Source: an optimization exercise on an open RTL-to-GDS flow (aim: small area, a short achievable clock period and few clock cycles per item). Production flows keep margins and buffers that such runs may drop. RTL that was checked went through simulation tests only; none was proved equivalent to the original. Power is estimated from default activity; no workload was simulated.

## amber
==> flow/design.v <==
`default_nettype none
package unary_data_pkg;
    typedef logic signed [8-1:0] ifm_t;     
    typedef logic        [8-2:0] mag_t;     
    typedef logic signed [24-1:0] psum_t;
    typedef logic        [8-2:0] win_cnt_t;  
    localparam int unsigned WIN_LEN = 2 ** (8 - 1);
endpackage
`default_nettype wire
`default_nettype none
module unary_col
(
    input  wire logic [6:0] y,
    input  wire logic       sa_e,
    input  wire logic       n,
    input  wire logic [6:0] w,
    input  wire logic [6:0] bias_lo,
    output logic [6:0]      lo,
    output logic            c
);
    logic [6:0] r;
    logic [6:0] h;
    logic [6:0] bx;
    logic [5:0][5:0] pp;
    always_comb begin
        for (int k = 0; k < 7; k++) r[k] = w[6-k];
    end
    assign bx = bias_lo ^ {7{n}};
    logic [6:0] gen0, prop0;
    logic [6:0] gen1, prop1, gen2, prop2, gen3;
    logic [7:0] gt;
    assign gen0  = y & ~r;
    assign prop0 = y | ~r;
    for (genvar k = 0; k < 7; k++) begin : g_ks
        assign gen1[k]  = (k >= 1) ? gen0[k]  | (prop0[k] & gen0[k >= 1 ? k-1 : 0])  : gen0[k] | (prop0[k] & sa_e);
        assign prop1[k] = (k >= 1) ? prop0[k] & prop0[k >= 1 ? k-1 : 0] : 1'b0;
        assign gen2[k]  = (k >= 2) ? gen1[k]  | (prop1[k] & gen1[k >= 2 ? k-2 : 0])  : gen1[k] | (prop1[k] & sa_e);
        assign prop2[k] = (k >= 2) ? prop1[k] & prop1[k >= 2 ? k-2 : 0] : 1'b0;
        assign gen3[k]  = (k >= 4) ? gen2[k]  | (prop2[k] & gen2[k >= 4 ? k-4 : 0])  : gen2[k] | (prop2[k] & sa_e);
    end
    assign gt = {gen3, sa_e};
    for (genvar k = 0; k < 7; k++) begin : g_hit
        assign h[k] = r[k] & (y[k] | gt[k]);
    end
    for (genvar k = 0; k < 6; k++) begin : g_pp
        for (genvar j = 0; j < 6 - k; j++) begin : g_col
            assign pp[k][j] = r[k] & y[j+k+1];
        end
        for (genvar j = 6 - k; j < 6; j++) begin : g_pad
            assign pp[k][j] = 1'b0;
        end
    end
    wire fs0, fc0;
    assign fs0 = pp[0][0] ^ pp[1][0] ^ pp[2][0];
    assign fc0 = (pp[0][0] & pp[1][0]) | (pp[2][0] & (pp[0][0] ^ pp[1][0]));
    wire fs1, fc1;
    assign fs1 = pp[3][0] ^ pp[4][0] ^ pp[5][0];
    assign fc1 = (pp[3][0] & pp[4][0]) | (pp[5][0] & (pp[3][0] ^ pp[4][0]));
    wire fs2, fc2;
    assign fs2 = fs0 ^ fs1 ^ h[0];
    assign fc2 = (fs0 & fs1) | (h[0] & (fs0 ^ fs1));
    wire fs3, fc3;
    assign fs3 = h[1] ^ h[2] ^ h[3];
    assign fc3 = (h[1] & h[2]) | (h[3] & (h[1] ^ h[2]));
    wire fs4, fc4;
    assign fs4 = h[4] ^ h[5] ^ h[6];
    assign fc4 = (h[4] & h[5]) | (h[6] & (h[4] ^ h[5]));
    wire hs0, hc0;
    assign hs0 = fs2 ^ fs3;
    assign hc0 = fs2 & fs3;
    wire fs5, fc5;
    assign fs5 = bx[1] ^ pp[0][1] ^ pp[1][1];
    assign fc5 = (bx[1] & pp[0][1]) | (pp[1][1] & (bx[1] ^ pp[0][1]));
    wire fs6, fc6;
    assign fs6 = pp[2][1] ^ pp[3][1] ^ pp[4][1];
    assign fc6 = (pp[2][1] & pp[3][1]) | (pp[4][1] & (pp[2][1] ^ pp[3][1]));
    wire fs7, fc7;
    assign fs7 = fc0 ^ fc1 ^ fs5;
    assign fc7 = (fc0 & fc1) | (fs5 & (fc0 ^ fc1));
    wire fs8, fc8;
    assign fs8 = fs6 ^ fc2 ^ fs7;
    assign fc8 = (fs6 & fc2) | (fs7 & (fs6 ^ fc2));
    wire fs9, fc9;
    assign fs9 = fc3 ^ fc4 ^ fs8;
    assign fc9 = (fc3 & fc4) | (fs8 & (fc3 ^ fc4));
    wire fs10, fc10;
    assign fs10 = bx[2] ^ pp[0][2] ^ pp[1][2];
    assign fc10 = (bx[2] & pp[0][2]) | (pp[1][2] & (bx[2] ^ pp[0][2]));
    wire fs11, fc11;
    assign fs11 = pp[2][2] ^ pp[3][2] ^ fc5;
    assign fc11 = (pp[2][2] & pp[3][2]) | (fc5 & (pp[2][2] ^ pp[3][2]));
    wire fs12, fc12;
    assign fs12 = fc6 ^ fs10 ^ fc7;
    assign fc12 = (fc6 & fs10) | (fc7 & (fc6 ^ fs10));
    wire fs13, fc13;
    assign fs13 = fs11 ^ fc8 ^ fs12;
    assign fc13 = (fs11 & fc8) | (fs12 & (fs11 ^ fc8));
    wire fs14, fc14;
    assign fs14 = bx[3] ^ pp[0][3] ^ pp[1][3];
    assign fc14 = (bx[3] & pp[0][3]) | (pp[1][3] & (bx[3] ^ pp[0][3]));
    wire fs15, fc15;
    assign fs15 = pp[2][3] ^ fc10 ^ fs14;
    assign fc15 = (pp[2][3] & fc10) | (fs14 & (pp[2][3] ^ fc10));
    wire fs16, fc16;
    assign fs16 = fc11 ^ fs15 ^ fc12;
    assign fc16 = (fc11 & fs15) | (fc12 & (fc11 ^ fs15));
    wire fs17, fc17;
    assign fs17 = bx[4] ^ pp[0][4] ^ pp[1][4];
    assign fc17 = (bx[4] & pp[0][4]) | (pp[1][4] & (bx[4] ^ pp[0][4]));
    wire fs18, fc18;
    assign fs18 = fc14 ^ fs17 ^ fc15;
    assign fc18 = (fc14 & fs17) | (fc15 & (fc14 ^ fs17));
    wire fs19, fc19;
    assign fs19 = bx[5] ^ pp[0][5] ^ fc17;
    assign fc19 = (bx[5] & pp[0][5]) | (fc17 & (bx[5] ^ pp[0][5]));
    logic [7:0] ra, rb, pg, pk;
    logic [7:0] cg1, cp1, cg2, cp2, cg3;
    logic [8:0] cy;
    assign ra = {1'b0, bx[6], fs19, fs18, fc13, fc9, hc0, fs4};
    assign rb = {1'b0, fc19, fc18, fc16, fs16, fs13, fs9, hs0};
    assign pg = ra & rb;
    assign pk = ra ^ rb;
    for (genvar j = 0; j < 8; j++) begin : g_cpa
        assign cg1[j] = (j >= 1) ? pg[j]  | (pk[j]  & pg[j >= 1 ? j-1 : 0])  : pg[j] | (pk[j] & bx[0]);
        assign cp1[j] = (j >= 1) ? pk[j]  & pk[j >= 1 ? j-1 : 0] : 1'b0;
        assign cg2[j] = (j >= 2) ? cg1[j] | (cp1[j] & cg1[j >= 2 ? j-2 : 0]) : cg1[j] | (cp1[j] & bx[0]);
        assign cp2[j] = (j >= 2) ? cp1[j] & cp1[j >= 2 ? j-2 : 0] : 1'b0;
        assign cg3[j] = (j >= 4) ? cg2[j] | (cp2[j] & cg2[j >= 4 ? j-4 : 0]) : cg2[j] | (cp2[j] & bx[0]);
    end
    assign cy = {cg3, bx[0]};
    assign lo = (pk[6:0] ^ {7{n}}) ^ cy[6:0];
    assign c  = cy[7];
endmodule
`default_nettype wire
`default_nettype none
module psum_hi
#(
    parameter int W = 24 - 7
)
(
    input  wire logic [W-1:0] b,
    input  wire logic [W-1:0] q,
    input  wire logic         n,
    input  wire logic         cy,
    input  wire logic         go,
    output logic [W-1:0]      d
);
    logic [W:0] qg;
    always_comb begin
        qg[0] = go;
        for (int i = 0; i < W; i++) qg[i+1] = qg[i] & (b[i] ^ n);
    end
    assign d = (go ? b : q) ^ ({W{cy}} & qg[W-1:0]);
endmodule
`default_nettype wire
`default_nettype none
module unary_row_top
(
    input  wire logic                    clk,
    input  wire logic                    rst_n_i,
    input  wire logic                    start_i,
    input  wire unary_data_pkg::ifm_t                    ifm_i,
    input  wire logic                    wght_load_i,
    input  wire logic                    wght_sign_i,
    input  wire unary_data_pkg::mag_t                    wght_abs_i,
    input  wire logic                    wght_clr_i,
    input  wire unary_data_pkg::psum_t [4-1:0] bias_i,
    output logic                         busy_o,
    output unary_data_pkg::psum_t [4-1:0]      result_o,
    output logic                         result_valid_o
);
    localparam int HI = 24 - 7;   
    logic                                     valid_q;
    logic                                     go;
    logic [4-1:0]                   wght_sign_q;
    unary_data_pkg::mag_t [4-1:0]   wght_abs_q;
    logic                                     ifm_sign;
    logic                                     sa_e;
    logic [6:0]                               y;
    unary_data_pkg::psum_t [4-1:0]  res;
    assign go = start_i && !valid_q;   
    always_ff @(posedge clk or negedge rst_n_i) begin
        if (!rst_n_i) valid_q <= 1'b0;
        else          valid_q <= go;
    end
    assign busy_o         = valid_q;
    assign result_valid_o = valid_q;
    always_ff @(posedge clk or negedge rst_n_i) begin
        if (!rst_n_i) begin
            wght_sign_q <= '0;
            wght_abs_q  <= '0;
        end else if (wght_clr_i) begin
            wght_sign_q <= '0;
            wght_abs_q  <= '0;
        end else if (wght_load_i) begin
            wght_sign_q <= {wght_sign_q[4-2:0], wght_sign_i};
            wght_abs_q  <= {wght_abs_q[4-2:0], wght_abs_i};
        end
    end
    assign ifm_sign = ifm_i[8-1];
    assign sa_e     = ifm_sign;
    assign y        = ifm_i[8-2:0] ^ {7{sa_e}};
    for (genvar c = 0; c < 4; c++) begin : g_col
        logic          n, cy, m;
        logic [6:0]    lo;
        assign n = ifm_sign ^ wght_sign_q[c];
        unary_col i_col (
            .y(y), .sa_e(sa_e), .n(n), .w(wght_abs_q[c]),
            .bias_lo(bias_i[c][6:0]), .lo(lo), .c(cy)
        );
        psum_hi i_hi (
            .b(bias_i[c][24-1:7]), .q(result_o[c][24-1:7]),
            .n(n), .cy(cy), .go(go), .d(res[c][24-1:7])
        );
        assign res[c][6:0] = go ? lo : result_o[c][6:0];
    end
    always_ff @(posedge clk or negedge rst_n_i) begin
        if (!rst_n_i)  result_o <= '0;
        else           result_o <= res;   
    end
endmodule
`default_nettype wire
==> flow/config.mk <==
export PLATFORM = sky130hd
export DESIGN_NAME = unary_row_top
export DESIGN_NICKNAME = unary_row_top
export VERILOG_FILES = /design/flow/design.v
export SDC_FILE = /design/flow/constraint.sdc
export NUM_CORES = 4
export LEC_CHECK = 0
export CAP_MARGIN = 20
export CORE_MARGIN = 2
export CORE_UTILIZATION = 40
export CTS_BUF_LIST = sky130_fd_sc_hd__clkbuf_4 sky130_fd_sc_hd__clkbuf_8
export SLEW_MARGIN = 20
==> flow/constraint.sdc <==
create_clock -name core_clock -period 5.0 [get_ports {clk}]
set_input_delay 1.0000 -clock core_clock [delete_from_list [all_inputs] [get_ports {clk}]]
set_output_delay 1.0000 -clock core_clock [all_outputs]
set_load 0.01 [all_outputs]
standard.sh (not shown) runs the stock make flow with config.mk's settings and CLKGATE_MAP_FILE= SYNTH_SCRIPT=/design/flow/synth_recipe.tcl, a recipe that flattens the netlist after the stock synthesis.
==> flow/flow/run.sh <==
#!/bin/bash
# The standard layout (standard.sh: the standard flow's synthesis and ORFS flow), except
# that the port buffers are the smallest buffer, sky130_fd_sc_hd__buf_1,
# rather than the cell buffer_ports picks by default, and clock tree synthesis
# uses larger sink clusters and no dummy loads. Repair may still resize the
# port buffers. The full output goes to standard.log.
set -o pipefail
export BUFFER_PORTS_ARGS="-buffer_cell sky130_fd_sc_hd__buf_1"
export CTS_ARGS="-sink_clustering_enable -repair_clock_nets -dont_use_dummy_load -buf_list {sky130_fd_sc_hd__clkbuf_4 sky130_fd_sc_hd__clkbuf_8} -sink_clustering_size 25 -sink_clustering_max_diameter 100"
bash standard.sh > standard.log 2>&1
In amber the implementation completed, yet the final layout does not meet the checks, the culprit being setup timing.
The following lists how delta was set up differently from amber:
diff --git a/flow/design.v b/flow/design.v
--- a/flow/design.v
+++ b/flow/design.v
@@ -77,13 +77,13 @@
     wire fs7, fc7;
     assign fs7 = fc0 ^ fc1 ^ fs5;
     assign fc7 = (fc0 & fc1) | (fs5 & (fc0 ^ fc1));
     wire fs8, fc8;
-    assign fs8 = fs6 ^ fc2 ^ fs7;
-    assign fc8 = (fs6 & fc2) | (fs7 & (fs6 ^ fc2));
+    assign fs8 = fs6 ^ fc2 ^ fc3;
+    assign fc8 = (fs6 & fc2) | (fc3 & (fs6 ^ fc2));
     wire fs9, fc9;
-    assign fs9 = fc3 ^ fc4 ^ fs8;
-    assign fc9 = (fc3 & fc4) | (fs8 & (fc3 ^ fc4));
+    assign fs9 = fc4 ^ fs7 ^ hc0;
+    assign fc9 = (fc4 & fs7) | (hc0 & (fc4 ^ fs7));
     wire fs10, fc10;
     assign fs10 = bx[2] ^ pp[0][2] ^ pp[1][2];
     assign fc10 = (bx[2] & pp[0][2]) | (pp[1][2] & (bx[2] ^ pp[0][2]));
     wire fs11, fc11;
@@ -115,9 +115,9 @@
     assign fc19 = (bx[5] & pp[0][5]) | (fc17 & (bx[5] ^ pp[0][5]));
     logic [7:0] ra, rb, pg, pk;
     logic [7:0] cg1, cp1, cg2, cp2, cg3;
     logic [8:0] cy;
-    assign ra = {1'b0, bx[6], fs19, fs18, fc13, fc9, hc0, fs4};
+    assign ra = {1'b0, bx[6], fs19, fs18, fc13, fc9, fs8, fs4};
     assign rb = {1'b0, fc19, fc18, fc16, fs16, fs13, fs9, hs0};
     assign pg = ra & rb;
     assign pk = ra ^ rb;
     for (genvar j = 0; j < 8; j++) begin : g_cpa
[compare] base=amber new=delta: count of routing violations after the opening detailed-route iteration increased 50, wire length of the first global-routing pass increased 0.39%, maximum ir drop on the vdd rail increased 17%.
On delta: per-cell via count in the routed design is about 0.4% lower than what amber gave.
Diff amber -> delta: area growth from synthesis to final layout has decreased; fraction of standard cell area in multi-input logic held; core occupancy in the finished layout now sits lower.
delta vs amber, highest layer used for signal routing: met5 vs met4
Per the final summary, delta finished and its layout is clean on timing, DRC and antenna.
Summary: post-route cell area, delta better than amber
Testbench counts of delta, summed over its fixed seeds: cycles 2,304, items 1,024.
For amber, only the layout was checked, not whether the RTL still works.

-- re-timing with driven ports --
The flow's constraints put no driver on any port. The routed layouts listed below were extracted and timed again, unchanged, in two steps.
Step 1 assumes that a clkbuf_16 drives the clock port and a buf_2 every other input.
Step 2 also shifts input and output timing later by t, the mid clock arrival at the registers, as if the neighbouring blocks saw the same clock.
Three values: no drivers, after step 1, after step 2; two values: the first two.
run	t, ns	setup slack, ns	hold WS [ns]	slew at the worst register clock pin (ns)
amber	0.487	-0.229 / -0.250 / -0.738	0.476 / 0.476 / 0.476	0.08 / 0.08
delta	0.497	0.178 / 0.174 / -0.323	0.479 / 0.479 / 0.479	0.08 / 0.08
Met with ideal ports but missed after step 2: setup timing in delta. The setup slack of amber, which loses most, moves by -0.021 ns with the drivers and by -0.509 ns with both steps.
